Background: an optimization exercise with open tools, aiming at a short achievable clock period and few clock cycles per item. Do not read the settings as production practice. In this exercise RTL edits were held to simulation tests only and were not proved equivalent to the original.

==> inputs of job 3097 <==
// cpu_top
module cpu_top (
    input  logic                   clk,
    input  logic                   rst_n,
    input  logic                   inst_vld,
    input  logic                   inst_last,
    input  cpu_isa_pkg::op_t       inst_op,
    input  cpu_isa_pkg::inst_id_t  inst_id,
    input  cpu_isa_pkg::reg_id_t   inst_dst_reg,
    input  cpu_isa_pkg::reg_id_t   inst_src_reg0,
    input  cpu_isa_pkg::reg_id_t   inst_src_reg1,
    input  cpu_isa_pkg::imm_t      inst_imm,
    output logic                   fetch_vld,
    output cpu_isa_pkg::pc_t       fetch_pc,
    output cpu_isa_pkg::inst_id_t  fetch_id,
    output logic                   inst_rdy,
    output logic                   write_mem_vld,
    output cpu_isa_pkg::inst_id_t  write_mem_id,
    output cpu_isa_pkg::data_t     write_mem_addr,
    output cpu_isa_pkg::data_t     write_mem_data,
    output logic                   exec_finish
);
clock: 6.0 ns
lec_check: 0
cap_margin: 20
core_margin: 2
core_utilization: 40
setup_slack_margin: 3.3
slew_margin: 20
synth_hierarchical: 1
synth_minimum_keep_size: 0
run.sh (not shown) runs the stock make flow with config.mk's settings and CLKGATE_MAP_FILE= SYNTH_SCRIPT=/design/flow/synth_recipe.tcl, a recipe that flattens the netlist after the stock synthesis.
==> job 5098 (differences from job 3097) <==
--- a/flow/design.v
+++ b/flow/design.v
@@ -795,14 +795,34 @@
         else                                     byp0 = rd_data0;
         if (addi)                                byp1 = cpu_isa_pkg::data_t'(imm);
         else if (alu_wb_vld && alu_wb_reg == s1) byp1 = alu_wb_data;
         else if (mul_wb_vld && mul_wb_reg == s1) byp1 = mul_wb_data;
         else                                     byp1 = rd_data1;
     end
 endmodule
+module fetch_ctr (
+    input  logic             clk,
+    input  logic             rst_n,
+    input  logic             fetch_en,
+    input  logic             inst_last,
+    output logic             fetched_q,
+    output logic             fetch,
+    output cpu_isa_pkg::pc_t pc
+);
+    assign fetch = fetch_en && !(fetched_q && inst_last);
+    always_ff @(posedge clk or negedge rst_n) begin
+        if (!rst_n) begin
+            fetched_q <= 1'b0;
+            pc        <= '0;
+        end else begin
+            fetched_q <= fetch;
+            if (fetch) pc <= pc + 1'b1;
+        end
+    end
+endmodule
 module issue_ctrl (
     input  logic                   clk,
     input  logic                   rst_n,
     input  logic                   inst_vld,
     input  logic                   inst_last,
     input  cpu_isa_pkg::op_t       inst_op,
     input  cpu_isa_pkg::inst_id_t  inst_id,
@@ -844,15 +864,14 @@
     output logic [3:0]             ex_b_sh,
     output cpu_isa_pkg::data_t     ex_a_mul,
     output cpu_isa_pkg::data_t     ex_b_mul,
     output cpu_isa_pkg::data_t     ex_a_st,
     output cpu_isa_pkg::data_t     ex_b_st
 );
     typedef struct packed {
-        logic                  last;
         logic                  st;
         logic                  mul;
         logic                  addi;
         logic [3:0]            fn;      
         cpu_isa_pkg::inst_id_t id;
         cpu_isa_pkg::reg_id_t  dst;
         cpu_isa_pkg::reg_id_t  s0;
@@ -861,21 +880,20 @@
         logic [15:0]           oh0;     
         logic [15:0]           oh1;
     } qent_t;
     qent_t       in_ent;
     qent_t       q0, q1, q2, q3;
     qent_t       d0, d1;             
     logic        v0, v1, v2, v3;     
-    logic        fetch_en;
+    logic        fetch_en, fetch_off;
     logic        last_seen;
     cpu_isa_pkg::pc_t pc_q;
     logic        arrive;
     logic        arrive_last;
     always_comb begin
-        in_ent.last = inst_last;
         in_ent.st   = (inst_op == cpu_isa_pkg::OP_ST);
         in_ent.mul  = (inst_op == cpu_isa_pkg::OP_MUL);
         in_ent.addi = (inst_op == cpu_isa_pkg::OP_ADD_IMM);
         in_ent.fn[0] = (inst_op == cpu_isa_pkg::OP_ADD_IMM) || (inst_op == cpu_isa_pkg::OP_ADD);
         in_ent.fn[1] = (inst_op == cpu_isa_pkg::OP_SHL);
         in_ent.fn[2] = (inst_op == cpu_isa_pkg::OP_SHR);
         in_ent.fn[3] = (inst_op == cpu_isa_pkg::OP_CMP_GT);
@@ -886,16 +904,26 @@
         in_ent.imm  = inst_imm;
         in_ent.oh0  = 16'b1 << inst_src_reg0;
         in_ent.oh1  = 16'b1 << inst_src_reg1;
     end
     assign inst_rdy    = 1'b1;
     assign arrive      = inst_vld;
     assign arrive_last = inst_vld && inst_last;
-    logic fetched_q;
-    assign fetch_vld   = fetch_en && !(fetched_q && inst_last);
+    logic fetched_q, fetch_int;
+    assign fetch_en    = !fetch_off;
+    assign fetch_vld   = !fetch_off && !(fetched_q && inst_last);
+    fetch_ctr u_fetch (
+        .clk       (clk),
+        .rst_n     (rst_n),
+        .fetch_en  (fetch_en),
+        .inst_last (inst_last),
+        .fetched_q (fetched_q),
+        .fetch     (fetch_int),
+        .pc        (pc_q)
+    );
     assign fetch_pc    = pc_q;
     assign fetch_id    = pc_q;
     cpu_isa_pkg::data_t c0_byp0, c0_byp1, c1_byp0, c1_byp1;
     logic c0_fa_alu, c0_fb_alu, c0_fa_mul, c0_fb_mul, c0_stall;
     logic c1_fa_alu, c1_fb_alu, c1_fa_mul, c1_fb_mul, c1_stall;
     assign rd_sel0 = d0.oh0;
     assign rd_sel1 = d0.oh1;
@@ -930,21 +958,21 @@
     assign c0_stall = st0_q;
     assign c1_stall = st1_q;
     function automatic logic may_pass(input qent_t o, input qent_t y);
         logic raw, war, waw;
         raw = !o.st && reads(o.dst, y);
         war = !y.st && reads(y.dst, o);
         waw = !o.st && !y.st && (o.dst == y.dst);
-        may_pass = !raw && !war && !waw && !(o.st && y.st) && !y.last;
+        may_pass = !raw && !war && !waw && !(o.st && y.st);
     endfunction
     logic indep, indep_n;
     logic pop0, pop1, issue;
     logic hoist;
     assign hoist = c0_stall || (d1.mul && !d0.mul);
-    assign pop1  = v0 && hoist && v1 && !c1_stall && indep;
+    assign pop1  = v0 && hoist && v1 && !c1_stall && indep && !(last_seen && !v2);
     assign pop0  = v0 && !c0_stall && !pop1;
     assign issue = pop0 || pop1;
     qent_t              ie;
     cpu_isa_pkg::data_t i_byp0, i_byp1;
     logic               i_fa_alu, i_fb_alu, i_fa_mul, i_fb_mul;
     always_comb begin
         if (pop1) begin
@@ -1013,15 +1041,15 @@
             ex_wr      <= 1'b0;
             ex_last    <= 1'b0;
         end else begin
             ex_int_vld <= issue && !ie.mul;
             ex_mul_vld <= issue && ie.mul;
             ex_st      <= issue && ie.st;
             ex_wr      <= issue && !ie.st;
-            ex_last    <= issue && ie.last;
+            ex_last    <= pop0 && last_seen && !v1;
         end
     end
     assign exec_finish = fin_q;
     fwd_mux #(16) u_fa_add (.op(opa_add), .s_alu(sa_add_alu), .s_mul(sa_add_mul), .v_alu(alu_wb_data), .v_mul(mul_wb_data), .y(ex_a_add));
     fwd_mux #(16) u_fb_add (.op(opb_add), .s_alu(sb_add_alu), .s_mul(sb_add_mul), .v_alu(alu_wb_data), .v_mul(mul_wb_data), .y(ex_b_add));
     fwd_mux #(16) u_fa_sh  (.op(opa_sh),  .s_alu(sa_sh_alu),  .s_mul(sa_sh_mul),  .v_alu(alu_wb_data), .v_mul(mul_wb_data), .y(ex_a_sh));
     fwd_mux #(4)  u_fb_sh  (.op(opb_sh),  .s_alu(sb_sh_alu),  .s_mul(sb_sh_mul),  .v_alu(alu_wb_data[3:0]), .v_mul(mul_wb_data[3:0]), .y(ex_b_sh));
@@ -1078,28 +1106,24 @@
     end
     always_ff @(posedge clk or negedge rst_n) begin
         if (!rst_n) begin
             v0          <= 1'b0;
             v1          <= 1'b0;
             v2          <= 1'b0;
             v3          <= 1'b0;
-            fetch_en    <= 1'b1;
-            fetched_q   <= 1'b0;
+            fetch_off   <= 1'b0;
             last_seen   <= 1'b0;
-            pc_q        <= '0;
             fin_q       <= 1'b0;
         end else begin
             v0        <= v0_n;
             v1        <= v1_n;
             v2        <= v2_n;
             v3        <= v3_n;
-            fetched_q <= fetch_vld;
             last_seen <= last_seen || arrive_last;
-            fetch_en  <= !last_seen && !arrive_last && (!v2_n || (!v3_n && !fetch_vld));
-            if (fetch_vld) pc_q <= pc_q + 1'b1;
+            fetch_off <= !(!last_seen && !arrive_last && (!v2_n || (!v3_n && !fetch_int)));
             if (ex_last) fin_q <= 1'b1;
         end
     end
 endmodule
 `timescale 1ns/1ps
 module cpu_top (
     input  logic                   clk,
==> flow/config.mk (replaced) <==
export PLATFORM = sky130hd
export DESIGN_NAME = cpu_top
export DESIGN_NICKNAME = cpu_top
export VERILOG_FILES = /design/flow/design.v
export SDC_FILE = /design/flow/constraint.sdc
export NUM_CORES = 4
export LEC_CHECK = 0
export CAP_MARGIN = 20
export CORE_MARGIN = 2
export CORE_UTILIZATION = 40
export SETUP_SLACK_MARGIN = 3.5
export SLEW_MARGIN = 20
export SYNTH_HIERARCHICAL = 1
export SYNTH_MINIMUM_KEEP_SIZE = 0
==> run summary <==
metric                                                                     job 5098                    job 3097
Fraction of area in non-clock buffers                                         8.04%                       6.55%
Hold endpoint                                            u_int_unit.write_mem_id[0]  u_int_unit.write_mem_id[7]
Worst hold start                                              u_issue_ctrl.ex_id[0]       u_issue_ctrl.ex_id[7]
Cell type of the slowest stage on the worst timing path                      xor3_1                     dfxtp_2
Largest stage delay on the critical path                                    0.53 ns                     1.03 ns
FF+latch area                                                            0.0241 mm2                  0.0243 mm2
Seq Cell Count                                                                  973                         979
Final design utilization                                                      46.9%                       45.5%
Non-CTS inverters                                                                20                          22
Hold Slack                                                                 0.397 ns                    0.403 ns
Post-Route WL                                                                264 mm                      255 mm
Run status                                                 timing/DRC/antenna clean    timing/DRC/antenna clean
Amount of wire on met3 after detailed routing                               36.8 mm                     35.6 mm
Share of layout cells above drive strength 1                                  20.8%                       16.6%
Total number of vias                                                         54,300                      54,000
Buffers & Inverters on Critical Path                                              3                           0
Testbench counts of job 3097, summed over its fixed seeds: cycles 23,301, insts 22,445.
Testbench counts of job 5098, summed over its fixed seeds: cycles 23,301, insts 22,445.

-- static timing again, ports no longer ideal --
The flow's constraints put no driver on any port. The routed layouts listed below were extracted and timed again, unchanged, in two steps.
Step 1, drivers: a clkbuf_16 drives clk and a buf_2 each remaining input, both assumed.
Step 2 also shifts input and output timing later by t, the mid clock arrival at the registers, as if the neighbouring blocks saw the same clock.
Three values: ideal, step 1, step 2; two values: the first two.
run | t (ns) | setup WS [ns] | worst setup path at the end | latest minus earliest clock arrival (ns)
job 3097 | 0.795 | 3.204 / 3.165 / 2.546 | input to register | 0.048 / 0.048
job 5098 | 0.825 | 3.253 / 3.210 / 2.676 | input to register | 0.092 / 0.092
After both steps every run listed still meets setup and hold. The setup slack of job 3097, which loses most, moves by -0.039 ns with the drivers and by -0.658 ns with both steps.
